Background: an optimization exercise with open tools, aiming at small area. Do not read the settings as production practice.

==> 06-06: inputs <==
==> flow/design.v (excerpt) <==
module overlay_top (
    input  logic                        clk,
    input  logic                        reset,
    input  logic                        vsync_i,
    input  logic [12-1:0][10-1:0] region_min_x_i,
    input  logic [12-1:0][10-1:0] region_max_x_i,
    input  logic [12-1:0][10-1:0] region_min_y_i,
    input  logic [12-1:0][10-1:0] region_max_y_i,
    input  overlay_pkg::coord_t         draw_x_i,
    input  overlay_pkg::coord_t         draw_y_i,
    input  logic [8-1:0]       pixel_i,
    input  overlay_pkg::shade_t         brightness_i,
    input  logic [15-1:0]    area_thresh_i,
    input  logic                        highlight_i,
    output overlay_pkg::shade_t         red_o,
    output overlay_pkg::shade_t         green_o,
    output overlay_pkg::shade_t         blue_o
);
==> module pixel_shade, before the edit <==
module pixel_shade (
    input  logic                 clk,
    input  logic                 reset,
    input  logic [8-1:0] pixel_i,
    input  overlay_pkg::shade_t  brightness_i,
    input  logic                 outline_hit_i,
    input  logic                 highlight_i,
    output overlay_pkg::shade_t  red_o,
    output overlay_pkg::shade_t  green_o,
    output overlay_pkg::shade_t  blue_o
);
    logic [2*7-1:0] product;
    overlay_pkg::shade_t       gray_q;
    overlay_pkg::shade_t       gray_out_q;
    logic                      red_q;
    assign product = pixel_i[8-1 -: 7] * brightness_i;
    always_ff @(posedge clk or posedge reset) begin
        if (reset) begin
            gray_q     <= '0;
            gray_out_q <= '0;
            red_q      <= 1'b0;
        end else begin
            gray_q     <= product[2*7-1 -: 7];
            gray_out_q <= gray_q;
            red_q      <= outline_hit_i & highlight_i;
        end
    end
    assign red_o   = gray_out_q | {7{red_q}};
    assign green_o = gray_out_q & {7{~red_q}};
    assign blue_o  = green_o;
endmodule
Settings: LEC_CHECK=0, CAP_MARGIN=20, CORE_MARGIN=2, CORE_UTILIZATION=40, CTS_BUF_LIST=sky130_fd_sc_hd__clkbuf_8, CTS_CLUSTER_SIZE=20, SLEW_MARGIN=20, SYNTH_HIERARCHICAL=1; clock period 10.0 ns.
standard.sh (not shown) runs the stock make flow with config.mk's settings and CLKGATE_MAP_FILE= SYNTH_SCRIPT=/design/flow/synth_recipe.tcl, a recipe that flattens the netlist after the stock synthesis.
==> flow/flow/run.sh <==
#!/bin/bash
# The standard layout, with the smallest buffer (buf_1) as the port buffer
# instead of the delay buffer buffer_ports picks on its own.  Every input and
# output still gets its own buffer.
set -euo pipefail
export BUFFER_PORTS_ARGS="-buffer_cell sky130_fd_sc_hd__buf_1"
bash standard.sh finish > standard_flow.log 2>&1
==> 10-01: changes against 06-06 <==
--- a/flow/design.v
+++ b/flow/design.v
@@ -526,18 +526,22 @@
     output overlay_pkg::shade_t  green_o,
     output overlay_pkg::shade_t  blue_o
 );
-    logic [2*7-1:0] product;
+    overlay_pkg::shade_t       gray_d;
     overlay_pkg::shade_t       gray_q;
     overlay_pkg::shade_t       gray_out_q;
     logic                      red_q;
-    assign product = pixel_i[8-1 -: 7] * brightness_i;
+    gray_mul u_gray_mul (
+        .a (pixel_i[8-1 -: 7]),
+        .b (brightness_i),
+        .p (gray_d)
+    );
     always_ff @(posedge clk or posedge reset) begin
         if (reset) begin
             gray_q     <= '0;
             gray_out_q <= '0;
             red_q      <= 1'b0;
         end else begin
-            gray_q     <= product[2*7-1 -: 7];
+            gray_q     <= gray_d;
             gray_out_q <= gray_q;
             red_q      <= outline_hit_i & highlight_i;
         end
@@ -546,6 +550,113 @@
     assign green_o = gray_out_q & {7{~red_q}};
     assign blue_o  = green_o;
 endmodule
+module gray_mul (
+    input  logic [6:0] a,
+    input  logic [6:0] b,
+    output logic [6:0] p
+);
+    logic g1, g2, g3, g4, g5, g6, g7, g8, g9, g10, g11, g12, g13, g14, g15, g16;
+    logic g17, g18, g19, g20, g21, g22, g23, g24, g25, g26, g27, g28, g29, g30, g31, g32;
+    logic g33, g34, g35, g36, g37, g38, g39, g40, g41, g42, g43, g44, g45, g46, g47, g48;
+    logic g49, g50, g51, g52, g53, g54, g55, g56, g57, g58, g59, g60, g61, g62, g63, g64;
+    logic g65, g66, g67, g68, g69, g70, g71, g72, g73, g74, g75, g76, g77, g78, g79, g80;
+    logic g81, g82, g83, g84, g85, g86, g87, g88, g89, g90, g91, g92, g93, g94, g95, g96;
+    logic g97, g98, g99, g100, g101, g102, g103, g104, g105, g106, g107, g108, g109, g110, g111, g112;
+    logic g113, g114, g115, g116, g117, g118, g119, g120, g121, g122, g123, g124, g125, g126, g127, g128;
+    logic g129, g130, g131, g132, g133;
+    assign g1 = a[0] & b[0];
+    assign g2 = a[0] & b[1];
+    assign g3 = a[0] & b[2];
+    assign g4 = a[0] & b[3];
+    assign g5 = a[0] & b[4];
+    assign g6 = a[0] & b[5];
+    assign g7 = a[0] & b[6];
+    assign g8 = a[1] & b[0];
+    assign g9 = a[1] & b[1];
+    assign g10 = a[1] & b[2];
+    assign g11 = a[1] & b[3];
+    assign g12 = a[1] & b[4];
+    assign g13 = a[1] & b[5];
+    assign g14 = a[1] & b[6];
+    assign g15 = a[2] & b[0];
+    assign g16 = a[2] & b[1];
+    assign g17 = a[2] & b[2];
+    assign g18 = a[2] & b[3];
+    assign g19 = a[2] & b[4];
+    assign g20 = a[2] & b[5];
+    assign g21 = a[2] & b[6];
+    assign g22 = a[3] & b[0];
+    assign g23 = a[3] & b[1];
+    assign g24 = a[3] & b[2];
+    assign g25 = a[3] & b[3];
+    assign g26 = a[3] & b[4];
+    assign g27 = a[3] & b[5];
+    assign g28 = a[3] & b[6];
+    assign g29 = a[4] & b[0];
+    assign g30 = a[4] & b[1];
+    assign g31 = a[4] & b[2];
+    assign g32 = a[4] & b[3];
+    assign g33 = a[4] & b[4];
+    assign g34 = a[4] & b[5];
+    assign g35 = a[4] & b[6];
+    assign g36 = a[5] & b[0];
+    assign g37 = a[5] & b[1];
+    assign g38 = a[5] & b[2];
+    assign g39 = a[5] & b[3];
+    assign g40 = a[5] & b[4];
+    assign g41 = a[5] & b[5];
+    assign g42 = a[5] & b[6];
+    assign g43 = a[6] & b[0];
+    assign g44 = a[6] & b[1];
+    assign g45 = a[6] & b[2];
+    assign g46 = a[6] & b[3];
+    assign g47 = a[6] & b[4];
+    assign g48 = a[6] & b[5];
+    assign g49 = a[6] & b[6];
+    ovl_ha u_g50 (.a(g7), .b(g13), .s(g50), .co(g51));
+    ovl_ha u_g52 (.a(g14), .b(g20), .s(g52), .co(g53));
+    ovl_ha u_g54 (.a(g5), .b(g11), .s(g54), .co(g55));
+    ovl_fa u_g56 (.a(g6), .b(g12), .c(g18), .s(g56), .co(g57));
+    ovl_ha u_g58 (.a(g24), .b(g30), .s(g58), .co(g59));
+    ovl_fa u_g60 (.a(g50), .b(g19), .c(g25), .s(g60), .co(g61));
+    ovl_fa u_g62 (.a(g31), .b(g37), .c(g43), .s(g62), .co(g63));
+    ovl_fa u_g64 (.a(g51), .b(g52), .c(g26), .s(g64), .co(g65));
+    ovl_fa u_g66 (.a(g32), .b(g38), .c(g44), .s(g66), .co(g67));
+    ovl_fa u_g68 (.a(g53), .b(g21), .c(g27), .s(g68), .co(g69));
+    ovl_fa u_g70 (.a(g33), .b(g39), .c(g45), .s(g70), .co(g71));
+    ovl_fa u_g72 (.a(g28), .b(g34), .c(g40), .s(g72), .co(g73));
+    ovl_ha u_g74 (.a(g4), .b(g10), .s(g74), .co(g75));
+    ovl_fa u_g76 (.a(g54), .b(g17), .c(g23), .s(g76), .co(g77));
+    ovl_fa u_g78 (.a(g55), .b(g56), .c(g58), .s(g78), .co(g79));
+    ovl_fa u_g80 (.a(g57), .b(g59), .c(g60), .s(g80), .co(g81));
+    ovl_fa u_g82 (.a(g61), .b(g63), .c(g64), .s(g82), .co(g83));
+    ovl_fa u_g84 (.a(g65), .b(g67), .c(g68), .s(g84), .co(g85));
+    ovl_fa u_g86 (.a(g69), .b(g71), .c(g72), .s(g86), .co(g87));
+    ovl_fa u_g88 (.a(g73), .b(g35), .c(g41), .s(g88), .co(g89));
+    ovl_ha u_g90 (.a(g3), .b(g9), .s(g90), .co(g91));
+    ovl_fa u_g92 (.a(g74), .b(g16), .c(g22), .s(g92), .co(g93));
+    ovl_fa u_g94 (.a(g75), .b(g76), .c(g29), .s(g94), .co(g95));
+    ovl_fa u_g96 (.a(g77), .b(g78), .c(g36), .s(g96), .co(g97));
+    ovl_fa u_g98 (.a(g79), .b(g80), .c(g62), .s(g98), .co(g99));
+    ovl_fa u_g100 (.a(g81), .b(g82), .c(g66), .s(g100), .co(g101));
+    ovl_fa u_g102 (.a(g83), .b(g84), .c(g70), .s(g102), .co(g103));
+    ovl_fa u_g104 (.a(g85), .b(g86), .c(g46), .s(g104), .co(g105));
+    ovl_fa u_g106 (.a(g87), .b(g88), .c(g47), .s(g106), .co(g107));
+    ovl_fa u_g108 (.a(g89), .b(g42), .c(g48), .s(g108), .co(g109));
+    ovl_ha u_g110 (.a(g2), .b(g8), .s(g110), .co(g111));
+    ovl_fa u_g112 (.a(g90), .b(g15), .c(g111), .s(g112), .co(g113));
+    ovl_fa u_g114 (.a(g91), .b(g92), .c(g113), .s(g114), .co(g115));
+    ovl_fa u_g116 (.a(g93), .b(g94), .c(g115), .s(g116), .co(g117));
+    ovl_fa u_g118 (.a(g95), .b(g96), .c(g117), .s(g118), .co(g119));
+    ovl_fa u_g120 (.a(g97), .b(g98), .c(g119), .s(g120), .co(g121));
+    ovl_fa u_g122 (.a(g99), .b(g100), .c(g121), .s(g122), .co(g123));
+    ovl_fa u_g124 (.a(g101), .b(g102), .c(g123), .s(g124), .co(g125));
+    ovl_fa u_g126 (.a(g103), .b(g104), .c(g125), .s(g126), .co(g127));
+    ovl_fa u_g128 (.a(g105), .b(g106), .c(g127), .s(g128), .co(g129));
+    ovl_fa u_g130 (.a(g107), .b(g108), .c(g129), .s(g130), .co(g131));
+    ovl_fa u_g132 (.a(g109), .b(g49), .c(g131), .s(g132), .co(g133));
+    assign p = {g133, g132, g130, g128, g126, g124, g122};
+endmodule
 module overlay_top (
     input  logic                        clk,
     input  logic                        reset,
==> flow/config.mk (replaced) <==
export PLATFORM = sky130hd
export DESIGN_NAME = overlay_top
export DESIGN_NICKNAME = overlay_top
export VERILOG_FILES = /design/flow/design.v
export SDC_FILE = /design/flow/constraint.sdc
export NUM_CORES = 4
export LEC_CHECK = 0
export CAP_MARGIN = 10
export CORE_MARGIN = 2
export CORE_UTILIZATION = 55
export CTS_BUF_LIST = sky130_fd_sc_hd__clkbuf_8
export CTS_CLUSTER_SIZE = 20
export SLEW_MARGIN = 10
export SYNTH_HIERARCHICAL = 1
==> 10-26: changes against 06-06 <==
==> flow/flow/run.sh (replaced) <==
#!/bin/bash
# The standard layout with two changes:
#  - the smallest buffer (buf_1) as the port buffer instead of the delay buffer
#    buffer_ports picks on its own; every input and output still gets its own
#    buffer;
#  - at floorplan, the buffers from synthesis are removed instead of running a
#    timing repair on the unplaced netlist (REMOVE_ABC_BUFFERS), which upsizes
#    hundreds of cells against wire-less timing; placement and CTS repair the
#    real timing later.
set -euo pipefail
export BUFFER_PORTS_ARGS="-buffer_cell sky130_fd_sc_hd__buf_1"
export REMOVE_ABC_BUFFERS=1
bash standard.sh finish > standard_flow.log 2>&1
==> summary.txt <==
Of 10-01 and 10-26, 10-26 has the higher via count (gap about 0.9%, measured against 10-26). Between 06-06 and 10-01, the lower clock-buffer cell count is in 06-06 (gap 3). In 10-01 the cell area is lower than in 10-26, by about 2%. Between 10-26 and 06-06, the lower non-clock buffer count is in 06-06 (gap 99). Worst hold slack, lowest first: 10-26, 10-01, 06-06. First-iteration DRC count: 06-06 > 10-01 > 10-26.
==> figures <==
	10-26	06-06	10-01
Result of the run	timing/DRC/antenna clean	timing/DRC/antenna clean	timing/DRC/antenna clean
Total routed wire length on the met1 layer	85300 µm	88100 µm	82700 µm
Total length of routed met2 wires	96300 µm	99300 µm	94800 µm
Final area over synthesized area	1.132x	1.128x	1.117x
Final design area excluding fillers	69300 µm²	69000 µm²	67900 µm²
CP required	10.57 ns	10.54 ns	10.55 ns
GRT Overall Usage	26.7%	27.9%	37.6%
Number of placed cells counting well taps	7651	7552	6930
Met3 usage in global routing	5.83%	6.58%	8.19%
Met3 wire length	16800 µm	19300 µm	18200 µm
Area of the multi-input gates	36800 µm²	37300 µm²	37000 µm²
Count of non-CTS inverters in the layout	276	276	256
Arithmetic-cell share of the synthesized area counting full adders, half adders and majority gates	28.5%	28.5%	28.5%
Count of inserted antenna diode cells	15	15	22
Worst path arrival time	10.30 ns	9.80 ns	9.85 ns
Average footprint of a synthesized cell	12.1 µm²	12.1 µm²	12.2 µm²
Category of the critical setup timing path	in2reg	reg2reg	reg2reg
No functional check of the RTL was part of any run of this note.

-- re-timing with driven ports --
In the flow no input, the clock included, has a driving cell. The finished layouts below were timed again as built, in two steps.
Step 1 (the two cells are an assumption about what drives the block):
set clk [get_ports {clk}]
set_driving_cell -lib_cell sky130_fd_sc_hd__clkbuf_16 $clk
set_driving_cell -lib_cell sky130_fd_sc_hd__buf_2 [delete_from_list [all_inputs] $clk]
Step 2 times the ports against the registers' clock, not the clock port: input delays grow and output delays shrink by t, the midpoint of the rising clock arrivals with the driver on.
a / b / c = ideal ports / drivers / drivers and shift; a / b = the first two.
run | t (ns) | setup slack, ns | slew at the worst register clock pin (ns)
06-06 | 0.938 | 0.738 / 0.738 / -0.090 | 0.08 / 0.08
10-01 | 0.916 | 0.691 / 0.691 / -0.120 | 0.07 / 0.07
10-26 | 0.946 | 0.265 / 0.316 / -0.630 | 0.07 / 0.07
With both steps, setup timing fails in every run listed, where it was met with ideal ports. For 10-26, which loses most, drivers alone change the setup slack by +0.051 ns; drivers and shift together by -0.895 ns.
